This design comes from an exercise in tuning for small area and a short achievable clock period on the open sky130 flow, not from production work.
RTL that was checked went through simulation tests only; none was proved equivalent to the original.

rev 12:
==> flow/design.v (excerpt) <==
module fc_neuron #(
    parameter int unsigned RELU_EN = 0
) (
    input  logic        clk,
    input  logic        rst,
    input  logic [63:0] pooledPixelArray,
    input  logic [63:0] weight,
    output logic [7:0]  result
);
Settings: LEC_CHECK=0, CAP_MARGIN=20, CORE_MARGIN=2, CORE_UTILIZATION=80, SLEW_MARGIN=20, SYNTH_HIERARCHICAL=1, SYNTH_MINIMUM_KEEP_SIZE=0; clock period 15.0 ns.
standard.sh (not shown) runs the stock make flow with config.mk's settings and CLKGATE_MAP_FILE= SYNTH_SCRIPT=/design/flow/synth_recipe.tcl, a recipe that flattens the netlist after the stock synthesis.
==> flow/flow/run.sh <==
#!/bin/bash
# Standard ORFS layout, except that the port buffers are the smallest plain
# buffer instead of the delay cell buffer_ports picks by default.
set -euo pipefail
export BUFFER_PORTS_ARGS="-buffer_cell sky130_fd_sc_hd__buf_1"
bash standard.sh > standard.log 2>&1
Rev 12 finished every stage and its layout cleared the timing, design-rule and antenna checks.
The inputs of rev 13 differ from those of rev 12 as listed below.
# rev 12
export LEC_CHECK = 0
export CAP_MARGIN = 20
export CORE_MARGIN = 2
export CORE_UTILIZATION = 80
export SLEW_MARGIN = 20
export SYNTH_HIERARCHICAL = 1
export SYNTH_MINIMUM_KEEP_SIZE = 0
create_clock -name core_clock -period 15.0 [get_ports {clk}]
# rev 13
export LEC_CHECK = 0
export CAP_MARGIN = 20
export CORE_MARGIN = 2
export CORE_UTILIZATION = 40
export SLEW_MARGIN = 20
export SYNTH_HIERARCHICAL = 1
export SYNTH_MINIMUM_KEEP_SIZE = 0
create_clock -name core_clock -period 15.0 [get_ports {clk}]
Findings:
- Looking at rev 12 and rev 13, the share of cell area taken by flip-flops and latches is a wash.
- Per the comparison of rev 13 with rev 12, share of the clock period used by the worst path lower; vias after detailed routing lower.
- Between rev 12 and rev 13, the flow reports length of routed met2 wiring increasing slightly.
- In the metrics for rev 12 and rev 13, the one carrying the higher worst setup slack is rev 13.

Another version of the RTL of fc_neuron (not shown whole).
Size in the first run: roughly 140 I/O pins, roughly 13000 um^2 of cells after synthesis.
==> flow/config.mk <==
export PLATFORM = sky130hd
export DESIGN_NAME = fc_neuron
export DESIGN_NICKNAME = fc_neuron
export VERILOG_FILES = /design/flow/design.v
export SDC_FILE = /design/flow/constraint.sdc
export NUM_CORES = 4
export LEC_CHECK = 0
export ABC_AREA = 1
export CAP_MARGIN = 20
export CORE_MARGIN = 2
export CORE_UTILIZATION = 40
export CTS_BUF_LIST = sky130_fd_sc_hd__clkbuf_2 sky130_fd_sc_hd__clkbuf_4
export SLEW_MARGIN = 20
export SYNTH_HIERARCHICAL = 1
export SYNTH_MINIMUM_KEEP_SIZE = 0
==> flow/constraint.sdc <==
create_clock -name core_clock -period 15.0 [get_ports {clk}]
set_input_delay 3.0000 -clock core_clock [delete_from_list [all_inputs] [get_ports {clk}]]
set_output_delay 3.0000 -clock core_clock [all_outputs]
set_load 0.01 [all_outputs]
==> flow/flow/run.sh <==
#!/bin/bash
# Standard ORFS layout, except that the port buffers are a small plain
# buffer instead of the delay cell buffer_ports picks by default.
set -euo pipefail
export BUFFER_PORTS_ARGS="-buffer_cell sky130_fd_sc_hd__buf_2"
bash standard.sh > standard.log 2>&1
The baseline produced a clean layout.
Edit:
==> flow/flow/run.sh (replaced) <==
#!/bin/bash
# Standard ORFS layout, except that the port buffers are the smallest plain
# buffer instead of the delay cell buffer_ports picks by default.
set -euo pipefail
export BUFFER_PORTS_ARGS="-buffer_cell sky130_fd_sc_hd__buf_1"
bash standard.sh > standard.log 2>&1
--- a/flow/config.mk
+++ b/flow/config.mk
@@ -8 +7,0 @@
-export ABC_AREA = 1
Result: Final area decreases by 2.6%. Critical path depth decreases by 1. Worst setup slack got worse by 0.35 ns. Utilization decreases by 0.58 points. Area after synthesis decreases by about 2.4%. Non-clock buffer count does not change. Sequential share of layout area is about the same. Die area decreases by 2.3%.
Edit:
--- a/flow/config.mk
+++ b/flow/config.mk
@@ -7,0 +8 @@
+export ABC_AREA = 1
Outcome:
- The new run finished clean
- setup slack is better by 0.22 ns
- global-route usage falls by 1.0 points
- area after synthesis rises by a few percent
- hold slack is better by 0.046 ns
- count of clock-buffer cells in the layout is unchanged
- critical path depth rises by 3
- final area rises slightly
- routed wire length rises slightly

## north
Another version of the RTL of fc_neuron (not shown whole).
Size: roughly 1300 cells after synthesis, about 8 flip-flops, roughly 0.013 sq mm of cells after synthesis.
export LEC_CHECK = 0
export ABC_AREA = 1
export CAP_MARGIN = 20
export CORE_MARGIN = 2
export CORE_UTILIZATION = 40
export CTS_BUF_LIST = sky130_fd_sc_hd__clkbuf_2 sky130_fd_sc_hd__clkbuf_4
export SLEW_MARGIN = 20
export SYNTH_HIERARCHICAL = 1
export SYNTH_MINIMUM_KEEP_SIZE = 0
create_clock -name core_clock -period 15.0 [get_ports {clk}]
==> flow/flow/run.sh <==
#!/bin/bash
# Standard ORFS layout, except that the port buffers are the smallest plain
# buffer instead of the delay cell buffer_ports picks by default.
set -euo pipefail
export BUFFER_PORTS_ARGS="-buffer_cell sky130_fd_sc_hd__buf_1"
bash standard.sh > standard.log 2>&1
--- input diff north..south ---
==> flow/flow/run.sh <==
#!/bin/bash
# Standard ORFS layout, except that:
# - the port buffers are the smallest plain buffer instead of the delay cell
#   buffer_ports picks by default;
# - the resizer's timing repair aims for 6.5 ns of setup slack, so that it
#   sizes up the critical paths although the design meets the clock.
set -euo pipefail
export BUFFER_PORTS_ARGS="-buffer_cell sky130_fd_sc_hd__buf_1"
export SETUP_SLACK_MARGIN=6.5
bash standard.sh > standard.log 2>&1
Findings:
Of south and north, it is south that has the higher relative slew slack.
NOTE: setup slack of the critical path after layout in south exceeds that of north
north → south: non-clock buffer count saw an increase; core utilization of the finished layout rose by 6.2 points.
The inputs of east differ from those of south as listed below.
# south
export LEC_CHECK = 0
export ABC_AREA = 1
export CAP_MARGIN = 20
export CORE_MARGIN = 2
export CORE_UTILIZATION = 40
export CTS_BUF_LIST = sky130_fd_sc_hd__clkbuf_2 sky130_fd_sc_hd__clkbuf_4
export SLEW_MARGIN = 20
export SYNTH_HIERARCHICAL = 1
export SYNTH_MINIMUM_KEEP_SIZE = 0
create_clock -name core_clock -period 15.0 [get_ports {clk}]
# east
export LEC_CHECK = 0
export ABC_AREA = 0
export CAP_MARGIN = 20
export CORE_MARGIN = 2
export CORE_UTILIZATION = 40
export CTS_BUF_LIST = sky130_fd_sc_hd__clkbuf_2 sky130_fd_sc_hd__clkbuf_4
export SLEW_MARGIN = 20
export SYNTH_HIERARCHICAL = 1
export SYNTH_MINIMUM_KEEP_SIZE = 0
create_clock -name core_clock -period 15.0 [get_ports {clk}]
==> flow/flow/run.sh <==
#!/bin/bash
# Standard ORFS layout, except that the port buffers are the smallest plain
# buffer instead of the delay cell buffer_ports picks by default.
set -euo pipefail
export BUFFER_PORTS_ARGS="-buffer_cell sky130_fd_sc_hd__buf_1"
bash standard.sh > standard.log 2>&1
--- outcome ---
- Taking south as the reference point, the sum of routed wire length over all layers of east falls by 690 microns.
- The sequential cell area share in east was higher than what south gave.
- east gives less netlist area before placement than south did.
- east vs south: fmax down
Function was not checked in any run of this note: the RTL went through the layout flow alone.

## separate check: timing with driven ports
The flow's constraints put no driver on any port. The routed layouts listed below were extracted and timed again, unchanged, in two steps.
Step 1, drivers: a clkbuf_16 drives clk and a buf_2 each remaining input, both assumed.
Step 2, shift: input delay + t, output delay - t, t = (earliest + latest rising clock arrival at the registers) / 2. This alone moves slack from input paths to output paths.
Three values: no drivers, after step 1, after step 2; two values: the first two.
run	t (ns)	setup slack, ns	worst hold slack (ns)	latest minus earliest clock arrival (ns)
rev 12	0.262	5.464 / 5.461 / 5.200	3.260 / 3.264 / 3.401	0.007 / 0.007
rev 13	0.258	5.582 / 5.582 / 5.324	3.243 / 3.239 / 3.402	0.001 / 0.001
the first run of note 2	0.276	6.228 / 6.218 / 5.943	3.012 / 3.014 / 3.289	0.001 / 0.001
the second run of note 2	0.259	5.877 / 5.873 / 5.614	3.063 / 3.074 / 3.332	0.003 / 0.003
the third run of note 2	0.269	6.098 / 6.085 / 5.816	3.108 / 3.112 / 3.381	0.002 / 0.002
north	0.270	5.854 / 5.837 / 5.567	3.077 / 3.085 / 3.355	0.002 / 0.002
south	0.263	6.558 / 6.498 / 6.235	3.102 / 3.114 / 3.377	0.000 / 0.000
east	0.267	5.563 / 5.553 / 5.286	3.161 / 3.179 / 3.401	0.004 / 0.005
After both steps setup and hold are still met in every run listed. The setup slack of south, which loses most, moves by -0.060 ns with the drivers and by -0.323 ns with both steps.
